Background: an optimization exercise with open tools, aiming at a short achievable clock period and few clock cycles. Do not read the settings as production practice.
The RTL was checked by simulation tests, not by an equivalence proof against the original design.
Power is estimated from default activity; no workload was simulated.

==> flow/design.v <==
`default_nettype none
package dcache_pkg;
  typedef logic [32-1:0] word_t;
  typedef struct packed {
    logic [26-1:0]    tag;
    logic [3-1:0]    idx;
    logic [1-1:0] blkoff;
    logic [2-1:0] bytoff;
  } dcache_addr_t;
  typedef struct packed {
    logic                     valid;
    logic                     dirty;
    logic [26-1:0] tag;
    word_t                    lower;
    word_t                    upper;
  } dcache_frame_t;
  typedef logic way_sel_t;
  typedef enum logic [2:0] {
    cmd_none,
    cmd_fill_lower,
    cmd_fill_upper,
    cmd_store_word,
    cmd_clean,
    cmd_touch
  } way_cmd_t;
  typedef enum logic [2:0] {
    st_idle,
    st_wb_lower,
    st_wb_upper,
    st_fill_lower,
    st_fill_upper,
    st_flush_scan,
    st_flushed
  } exec_state_t;
endpackage
`default_nettype wire
`timescale 1ns/100ps
`default_nettype none
module dcache_decode (
  input  wire dcache_pkg::word_t         req_addr,
  input  wire dcache_pkg::dcache_frame_t frame_w0,
  input  wire dcache_pkg::dcache_frame_t frame_w1,
  input  wire dcache_pkg::way_sel_t      lru,
  input  wire dcache_pkg::way_sel_t      wb_way,
  output logic                           tag_hit,
  output dcache_pkg::way_sel_t           hit_way,
  output dcache_pkg::word_t              load_word,
  output dcache_pkg::way_sel_t           victim_way,
  output dcache_pkg::dcache_frame_t      wb_frame
);
  dcache_pkg::dcache_addr_t  addr;
  dcache_pkg::dcache_frame_t hit_frame;
  logic                      hit_w0;
  logic                      hit_w1;
  assign addr = dcache_pkg::dcache_addr_t'(req_addr);
  assign hit_w0 = frame_w0.valid && (frame_w0.tag == addr.tag);
  assign hit_w1 = frame_w1.valid && (frame_w1.tag == addr.tag);
  assign tag_hit = hit_w0 || hit_w1;
  assign hit_way = hit_w0 ? 1'b0 : 1'b1;
  assign hit_frame = hit_w0 ? frame_w0 : frame_w1;
  assign load_word = addr.blkoff[0] ? hit_frame.upper : hit_frame.lower;
  always_comb
  begin
    if (!frame_w0.valid)
    begin
      victim_way = 1'b0;
    end
    else if (!frame_w1.valid)
    begin
      victim_way = 1'b1;
    end
    else
    begin
      victim_way = lru;
    end
  end
  assign wb_frame = wb_way ? frame_w1 : frame_w0;
endmodule
`default_nettype wire
`timescale 1ns/100ps
`default_nettype none
module dcache_ways (
  input  wire                            CLK,
  input  wire                            nRST,
  input  wire logic [3-1:0]  rd_idx,
  input  wire dcache_pkg::way_cmd_t      cmd,
  input  wire dcache_pkg::way_sel_t      cmd_way,
  input  wire                            cmd_blkoff,
  input  wire logic [26-1:0]  cmd_tag,
  input  wire dcache_pkg::word_t         cmd_data,
  output dcache_pkg::dcache_frame_t      frame_w0,
  output dcache_pkg::dcache_frame_t      frame_w1,
  output dcache_pkg::way_sel_t           lru
);
  logic [1:0][8-1:0] valid_q;
  logic [1:0][8-1:0] dirty_q;
  logic [8-1:0]      lru_q;
  logic [26-1:0] tag_q   [2][8];
  dcache_pkg::word_t        lower_q [2][8];
  dcache_pkg::word_t        upper_q [2][8];
  always_ff @(posedge CLK, negedge nRST)
  begin
    if (!nRST)
    begin
      valid_q <= '0;
      dirty_q <= '0;
      lru_q   <= '0;
    end
    else
    begin
      case (cmd)
        dcache_pkg::cmd_fill_upper:
        begin
          valid_q[cmd_way][rd_idx] <= 1'b1;
        end
        dcache_pkg::cmd_store_word:
        begin
          dirty_q[cmd_way][rd_idx] <= 1'b1;
          lru_q[rd_idx]            <= ~cmd_way;
        end
        dcache_pkg::cmd_clean:
        begin
          dirty_q[cmd_way][rd_idx] <= 1'b0;
        end
        dcache_pkg::cmd_touch:
        begin
          lru_q[rd_idx] <= ~cmd_way;
        end
        default:
        begin
        end
      endcase
    end
  end
  always_ff @(posedge CLK)
  begin
    case (cmd)
      dcache_pkg::cmd_fill_lower:
      begin
        lower_q[cmd_way][rd_idx] <= cmd_data;
        tag_q[cmd_way][rd_idx]   <= cmd_tag;
      end
      dcache_pkg::cmd_fill_upper:
      begin
        upper_q[cmd_way][rd_idx] <= cmd_data;
      end
      dcache_pkg::cmd_store_word:
      begin
        if (cmd_blkoff)
        begin
          upper_q[cmd_way][rd_idx] <= cmd_data;
        end
        else
        begin
          lower_q[cmd_way][rd_idx] <= cmd_data;
        end
      end
      default:
      begin
      end
    endcase
  end
  always_comb
  begin
    frame_w0.valid = valid_q[0][rd_idx];
    frame_w0.dirty = dirty_q[0][rd_idx];
    frame_w0.tag   = tag_q[0][rd_idx];
    frame_w0.lower = lower_q[0][rd_idx];
    frame_w0.upper = upper_q[0][rd_idx];
    frame_w1.valid = valid_q[1][rd_idx];
    frame_w1.dirty = dirty_q[1][rd_idx];
    frame_w1.tag   = tag_q[1][rd_idx];
    frame_w1.lower = lower_q[1][rd_idx];
    frame_w1.upper = upper_q[1][rd_idx];
  end
  assign lru      = lru_q[rd_idx];
endmodule
`default_nettype wire
`timescale 1ns/100ps
`default_nettype none
module dcache_execute (
  input  wire                            CLK,
  input  wire                            nRST,
  input  wire                            dmemREN,
  input  wire                            dmemWEN,
  input  wire                            halt,
  input  wire dcache_pkg::word_t         dmemaddr,
  input  wire dcache_pkg::word_t         dmemstore,
  input  wire                            tag_hit,
  input  wire dcache_pkg::way_sel_t      hit_way,
  input  wire dcache_pkg::way_sel_t      victim_way,
  input  wire dcache_pkg::dcache_frame_t wb_frame,
  input  wire                            dwait,
  input  wire dcache_pkg::word_t         dload,
  output logic [3-1:0]       rd_idx,
  output dcache_pkg::way_cmd_t           cmd,
  output dcache_pkg::way_sel_t           cmd_way,
  output logic                           cmd_blkoff,
  output logic [26-1:0]       cmd_tag,
  output dcache_pkg::word_t              cmd_data,
  output dcache_pkg::way_sel_t           wb_way,
  output logic                           dhit,
  output logic                           flushed,
  output logic                           dREN,
  output logic                           dWEN,
  output dcache_pkg::word_t              daddr,
  output dcache_pkg::word_t              dstore
);
  dcache_pkg::exec_state_t  state_q;
  dcache_pkg::exec_state_t  state_d;
  logic [5-1:0] scan_q;
  logic [5-1:0] scan_d;
  dcache_pkg::way_sel_t     victim_q;
  dcache_pkg::way_sel_t     victim_d;
  logic                     flush_q;
  logic                     flush_d;
  dcache_pkg::dcache_addr_t req;
  dcache_pkg::dcache_addr_t mem_addr;
  logic                     request;
  logic                     in_wb;
  logic                     in_fill;
  logic                     scan_done;
  assign req       = dcache_pkg::dcache_addr_t'(dmemaddr);
  assign request   = dmemREN || dmemWEN;
  assign in_wb     = (state_q == dcache_pkg::st_wb_lower) || (state_q == dcache_pkg::st_wb_upper);
  assign in_fill   = (state_q == dcache_pkg::st_fill_lower) ||
                     (state_q == dcache_pkg::st_fill_upper);
  assign scan_done = (scan_q == 5'(16));
  assign rd_idx = flush_q ? scan_q[3-1:0] : req.idx;
  assign wb_way = flush_q ? scan_q[3] :
                  ((state_q == dcache_pkg::st_idle) ? victim_way : victim_q);
  assign cmd_blkoff = req.blkoff[0];
  assign cmd_tag    = req.tag;
  assign dhit    = (state_q == dcache_pkg::st_idle) && !halt && request && tag_hit;
  assign flushed = (state_q == dcache_pkg::st_flushed);
  always_comb
  begin
    mem_addr.tag    = in_wb ? wb_frame.tag : req.tag;
    mem_addr.idx    = rd_idx;
    mem_addr.blkoff = ((state_q == dcache_pkg::st_wb_upper) ||
                       (state_q == dcache_pkg::st_fill_upper)) ? 1'b1 : 1'b0;
    mem_addr.bytoff = '0;
  end
  assign daddr  = mem_addr;
  assign dstore = (state_q == dcache_pkg::st_wb_upper) ? wb_frame.upper : wb_frame.lower;
  assign dREN   = in_fill;
  assign dWEN   = in_wb;
  always_comb
  begin
    state_d  = state_q;
    scan_d   = scan_q;
    victim_d = victim_q;
    flush_d  = flush_q;
    cmd      = dcache_pkg::cmd_none;
    cmd_way  = wb_way;
    cmd_data = dload;
    case (state_q)
      dcache_pkg::st_idle:
      begin
        if (halt)
        begin
          state_d = dcache_pkg::st_flush_scan;
          flush_d = 1'b1;
          scan_d  = '0;
        end
        else if (request && tag_hit)
        begin
          cmd_way  = hit_way;
          cmd_data = dmemstore;
          if (dmemWEN)
          begin
            cmd = dcache_pkg::cmd_store_word;
          end
          else
          begin
            cmd = dcache_pkg::cmd_touch;
          end
        end
        else if (request)
        begin
          victim_d = victim_way;
          if (wb_frame.valid && wb_frame.dirty)
          begin
            state_d = dcache_pkg::st_wb_lower;
          end
          else
          begin
            state_d = dcache_pkg::st_fill_lower;
          end
        end
      end
      dcache_pkg::st_wb_lower:
      begin
        if (!dwait)
        begin
          state_d = dcache_pkg::st_wb_upper;
        end
      end
      dcache_pkg::st_wb_upper:
      begin
        if (!dwait)
        begin
          cmd = dcache_pkg::cmd_clean;
          if (flush_q)
          begin
            state_d = dcache_pkg::st_flush_scan;
            scan_d  = scan_q + 5'(1);
          end
          else
          begin
            state_d = dcache_pkg::st_fill_lower;
          end
        end
      end
      dcache_pkg::st_fill_lower:
      begin
        if (!dwait)
        begin
          cmd     = dcache_pkg::cmd_fill_lower;
          state_d = dcache_pkg::st_fill_upper;
        end
      end
      dcache_pkg::st_fill_upper:
      begin
        if (!dwait)
        begin
          cmd     = dcache_pkg::cmd_fill_upper;
          state_d = dcache_pkg::st_idle;
        end
      end
      dcache_pkg::st_flush_scan:
      begin
        if (scan_done)
        begin
          state_d = dcache_pkg::st_flushed;
        end
        else if (wb_frame.valid && wb_frame.dirty)
        begin
          state_d = dcache_pkg::st_wb_lower;
        end
        else
        begin
          scan_d = scan_q + 5'(1);
        end
      end
      dcache_pkg::st_flushed:
      begin
        state_d = dcache_pkg::st_flushed;
      end
      default:
      begin
        state_d = dcache_pkg::st_idle;
      end
    endcase
  end
  always_ff @(posedge CLK, negedge nRST)
  begin
    if (!nRST)
    begin
      state_q  <= dcache_pkg::st_idle;
      scan_q   <= '0;
      victim_q <= 1'b0;
      flush_q  <= 1'b0;
    end
    else
    begin
      state_q  <= state_d;
      scan_q   <= scan_d;
      victim_q <= victim_d;
      flush_q  <= flush_d;
    end
  end
endmodule
`default_nettype wire
`timescale 1ns/100ps
`default_nettype none
module dcache_top (
  input  wire                    CLK,
  input  wire                    nRST,
  input  wire                    dmemREN,
  input  wire                    dmemWEN,
  input  wire dcache_pkg::word_t dmemaddr,
  input  wire dcache_pkg::word_t dmemstore,
  input  wire                    halt,
  output dcache_pkg::word_t      dmemload,
  output logic                   dhit,
  output logic                   flushed,
  output logic                   dREN,
  output logic                   dWEN,
  output dcache_pkg::word_t      daddr,
  output dcache_pkg::word_t      dstore,
  input  wire dcache_pkg::word_t dload,
  input  wire                    dwait
);
  logic [3-1:0]  rd_idx;
  dcache_pkg::way_cmd_t      cmd;
  dcache_pkg::way_sel_t      cmd_way;
  logic                      cmd_blkoff;
  logic [26-1:0]  cmd_tag;
  dcache_pkg::word_t         cmd_data;
  dcache_pkg::dcache_frame_t frame_w0;
  dcache_pkg::dcache_frame_t frame_w1;
  dcache_pkg::way_sel_t      lru;
  dcache_pkg::way_sel_t      wb_way;
  logic                      tag_hit;
  dcache_pkg::way_sel_t      hit_way;
  dcache_pkg::way_sel_t      victim_way;
  dcache_pkg::dcache_frame_t wb_frame;
  dcache_decode u_decode (
    .req_addr   (dmemaddr),
    .frame_w0   (frame_w0),
    .frame_w1   (frame_w1),
    .lru        (lru),
    .wb_way     (wb_way),
    .tag_hit    (tag_hit),
    .hit_way    (hit_way),
    .load_word  (dmemload),
    .victim_way (victim_way),
    .wb_frame   (wb_frame)
  );
  dcache_ways u_ways (
    .CLK        (CLK),
    .nRST       (nRST),
    .rd_idx     (rd_idx),
    .cmd        (cmd),
    .cmd_way    (cmd_way),
    .cmd_blkoff (cmd_blkoff),
    .cmd_tag    (cmd_tag),
    .cmd_data   (cmd_data),
    .frame_w0   (frame_w0),
    .frame_w1   (frame_w1),
    .lru        (lru)
  );
  dcache_execute u_execute (
    .CLK        (CLK),
    .nRST       (nRST),
    .dmemREN    (dmemREN),
    .dmemWEN    (dmemWEN),
    .halt       (halt),
    .dmemaddr   (dmemaddr),
    .dmemstore  (dmemstore),
    .tag_hit    (tag_hit),
    .hit_way    (hit_way),
    .victim_way (victim_way),
    .wb_frame   (wb_frame),
    .dwait      (dwait),
    .dload      (dload),
    .rd_idx     (rd_idx),
    .cmd        (cmd),
    .cmd_way    (cmd_way),
    .cmd_blkoff (cmd_blkoff),
    .cmd_tag    (cmd_tag),
    .cmd_data   (cmd_data),
    .wb_way     (wb_way),
    .dhit       (dhit),
    .flushed    (flushed),
    .dREN       (dREN),
    .dWEN       (dWEN),
    .daddr      (daddr),
    .dstore     (dstore)
  );
endmodule
`default_nettype wire
==> flow/run.sh <==
#!/bin/bash
# synth_recipe.tcl (not shown) runs the flow's synth.tcl, then flattens the netlist and writes it again
# the make line also repeats each setting of config.mk as NAME=value (left out here)
make -C /OpenROAD-flow-scripts/flow DESIGN_CONFIG=/design/flow/config.mk WORK_HOME=/design/flow/orfs CLKGATE_MAP_FILE= SYNTH_SCRIPT=/design/flow/synth_recipe.tcl finish
==> flow/config.mk <==
export PLATFORM = sky130hd
export DESIGN_NAME = dcache_top
export DESIGN_NICKNAME = dcache_top
export VERILOG_FILES = /design/flow/design.v
export SDC_FILE = /design/flow/constraint.sdc
export NUM_CORES = 4
export LEC_CHECK = 0
export CAP_MARGIN = 20
export CORE_MARGIN = 2
export CORE_UTILIZATION = 40
export PLACE_DENSITY = 0.6
export SETUP_SLACK_MARGIN = 0.2
export SLEW_MARGIN = 20
==> flow/constraint.sdc <==
create_clock -name core_clock -period 8.5 [get_ports {CLK}]
set_input_delay 1.7000 -clock core_clock [delete_from_list [all_inputs] [get_ports {CLK}]]
set_output_delay 1.7000 -clock core_clock [all_outputs]
set_load 0.01 [all_outputs]
==> run summary <==
# nets final: 5806
combinational family with the most area after synthesis: simple AND/OR/NAND/NOR gates
Async SR Flop Fraction: 3.36%
Post-Syn Area: 0.0652 mm^2
post-synthesis mux area share: 2.27%
CP arrival: 6.52 ns
Die W: 408 um
Fillers: 14500
crit path kind: in -> out
Synth area leaders: edfxtp_1 (66%), nand2_1 (8.1%), nand3_1 (4.4%)
setup ws final: 0.277 ns
root buf cell: clkbuf_16
Max stage delay cell, worst path: or4bb_4
vias per cell: 5.85
grt ovf: 0
via count: 46800
pin count of the biggest net entering global routing: 151
fraction of layout cells with a size suffix above 1: 10.9%
Synth Area in Adders: 0.153%
CTS max path bufs: 3
final hold vios: 0
die height: 408 um
Post-Place Worst Slack: 0.258 ns
post-synthesis compound-gate area fraction: 8.45%
status: complete, no violations
total wire length: 211000 um
post-layout min period: 8.22 ns
static leakage: 0.0264 uW
flops & latches, synth: 1490
max_cap viols: 0
metal1 wirelength: 87300 um
DRC errors left: 0
Pwr Density: 312 mW/mm^2
Ys Warns: 3
area delta synth->final: 16.6%
Primary FF master, synth: edfxtp_1
fin crit share: 96.7%
RSZ-0062 raised after global routing: yes
Std-Cell Rows: 148
vias in the first global route: 43800
register area share after synthesis: 68.2%
Post-synth EDFFs: 1440
CTS Buf Count: 156
Synth cell types: 97
CP Capture Type: primary output
CP max FO: 13
Placer Congestion: 0.884
Clk pin slew, worst setup/hold paths: 0.06 ns
top-count cell post-synth: edfxtp_1
top cell type's share of synthesized area: 66.3%
fmax: 122 MHz
Worst path most repeated cell: buf_12
Iter 0 DRT Violations: 5849
Hold/Removal Path Class: reg -> reg
critical-path cell list: clkdlybuf4s50_1 > buf_12 > nor2b_4 > buf_12 > a22oi_1 > o221ai_1 > and4_2 > xor2_2 > o2111ai_2 > or4bb_4 > nor4_4 > clkbuf_16 > buf_12 > buf_12 > mux4_2 > inv_1 > clkdlybuf4s50_1
Commonest cells post-synth: edfxtp_1 (1440), nand2_1 (1415), nand3_1 (573)
Hold-fix buffers, CTS: 0
antenna violations before repair: 2
# setup viols final: 0
Post-DRT Antenna Nets: 0
WL met3: 18900 um
DR WL met2: 98300 um
H-tree levels: 4
Worst-Margin Slew: 1.17 ns
DIE AREA: 0.166 mm^2
Synth Instances: 5491
I/O pins: 202
All-Layer GR Usage: 24.6%
initial core utilization: 40.2%
Initial DRT Pass Iterations: 6
IO Port Bufs: 197
CTS tree: done
max incr delay on CP: 0.60 ns
Yosys top cell by area: edfxtp_1
Synth Area in Simple Gates: 17.4%
Worst slew margin: 21.2%
Clock Sinks: 1490
Worst Path Buf+Inv: 8
area of the core: 0.162 mm^2
Clock Skew: 0.0717 ns
Max VDD drop: 0.249 mV
WL/cell: 26.3 um
setup TNS: 0 ns
Post-DP HPWL: 118000 um
Mean Syn Cell Area: 11.9 um^2
Synth Area in XOR/XNOR: 0.604%
uppermost layer routed: met4
Clk Latency, worst-skew pair: 0.81 ns
Largest delay share family, worst path: buffers and inverters
WP data required: 6.80 ns
Slew Viols, Final: 0
crit start category: input pin
first-pass GRT wire length: 304000 um
worst register-to-register path, cell delays in order (launching register included):
cell and delay, ns:
dfrtp_2 0.80, mux2i_4 0.66, buf_4 0.32, nand2_1 0.09
a222oi_1 0.32, and4b_2 0.32, xor2_2 0.19, o2111ai_2 0.19
or4bb_4 0.61, nor4_4 0.38, clkbuf_16 0.25, clkbuf_16 0.20
buf_4 0.16, o211ai_2 0.20, o21a_1 0.63, nor4_2 0.61
buf_4 0.62
metrics by stage:
stage          util [%]  power [uW]  hold slack (ns)  cells  instance area [um^2]
6_report           46.8       23700            0.463   7997                 76000
5_1_grt            46.8       24700            0.479   7995                 76000
4_1_cts            46.6       23600            0.458   7978                 75700
3_5_place_dp       43.6       17000            0.445   7698                 70700
3_3_place_gp       43.6       16900            0.442   7698                 70700
2_1_floorplan         -       13400            0.428   5492                 65200
repair_timing:
action / 4_1_cts / 5_1_grt
setup endpoints to repair: 0 / 33
gates resized for setup: 0 / 36
setup buffers: 0 / 13
cell usage in the layout, fill, tap and decap left out, types with 35 or more instances in the layout:
cell type,instances
a31oi_1,146
inv_1,61
o21ai_0,133
buf_12,36
o22ai_1,35
clkinv_1,47
and3_1,137
dfrtp_1,48
nand2_1,1414
nor2b_1,51
clkbuf_1,35
edfxtp_1,1440
clkbuf_16,162
nand3_1,573
mux2_2,40
nor2_1,210
clkdlybuf4s50_1,182
a21oi_1,160
buf_4,190
a211oi_1,47
metal layers:
layer / vias up / GRT usage (%)
li1: 20500 / -
met1: 23500 / 34.3
met2: 2440 / 39.2
met3: 371 / 4.51
met4: 0 / 7.61
met5: - / 0
final cells by class:
type	count	area, um^2	share of cell area (%)
antenna	4	10.0	0.0132
clock buffer	195	4120	5.43
sequential	1490	44500	58.5
multi-input combinational	3549	19300	25.4
inverter	71	293	0.385
timing repair buffer	428	4260	5.61
tap	2175	2720	3.58
clock inverter	85	833	1.10
final timing paths:
kind / depth (start not counted) / slack (ns) / to / start
hold / removal: 1 / 0.46 / u_ways.valid_q[7]$_DFFE_PN0N_ / u_ways.valid_q[7]$_DFFE_PN0N_
setup reg to reg: 16 / 1.58 / u_ways.upper_q[13][1]$_DFFE_PP_ / u_execute.flush_q$_DFFE_PN0P_
hold reg to reg: 1 / 0.46 / u_ways.valid_q[7]$_DFFE_PN0N_ / u_ways.valid_q[7]$_DFFE_PN0N_
max in group asynchronous: 2 / 6.84 / u_execute.scan_q[0]$_DFFE_PN0P_ / nRST
setup / recovery: 17 / 0.28 / dmemload[8] / dmemaddr[4]
min in group asynchronous: 2 / 1.07 / async pin / nRST
power by group:
group / total, uW / internal, uW / switching, uW
Clock: 6660 / 3710 / 2940
Sequential: 8290 / 8190 / 101
Combinational: 8740 / 3030 / 5710
registers in the layout, summed over array words and instances (netlist names), named ones only:
| name | cells |
|---|---|
| u_ways.lru_q | 8 |
| u_execute.state_q | 3 |
| u_ways.valid_q | 16 |
| u_execute.scan_q | 5 |
| u_execute.victim_q | 1 |
| u_ways.lower_q | 512 |
| u_ways.tag_q | 416 |
| u_execute.flush_q | 1 |
| u_ways.upper_q | 512 |
kinds of logic after synthesis:
family          Yosys count
xor+xnor                 45
mux                      99
fa+ha+maj                 8
other cells               1
simple gates           2576
buf+inv                 453
compound gates          819
flops                  1490
Testbench counts, summed over its fixed seeds: cycles 55,022.

afterwards: timing with drivers on the ports:
The results above use ideal ports. As a check the final layout listed here was re-extracted and re-timed, cells and wires unchanged.
Step 1 sets driving cells, clkbuf_16 on the clock port and buf_2 on the other inputs (assumed; they add their load-dependent delay and slew).
Step 2, shift: input delay + t, output delay - t, t = (earliest + latest rising clock arrival at the registers) / 2. This alone moves slack from input paths to output paths.
Slacks: ideal ports / drivers / drivers and shift; pairs: ideal ports / drivers.
t (ns): 0.855
setup slack, ns: 0.277 / 0.249 / 0.249
worst register clock-pin slew, ns: 0.07 / 0.07
After both steps this run still meets setup and hold. The setup slack of this run moves by -0.028 ns with the drivers and by -0.028 ns with both steps.
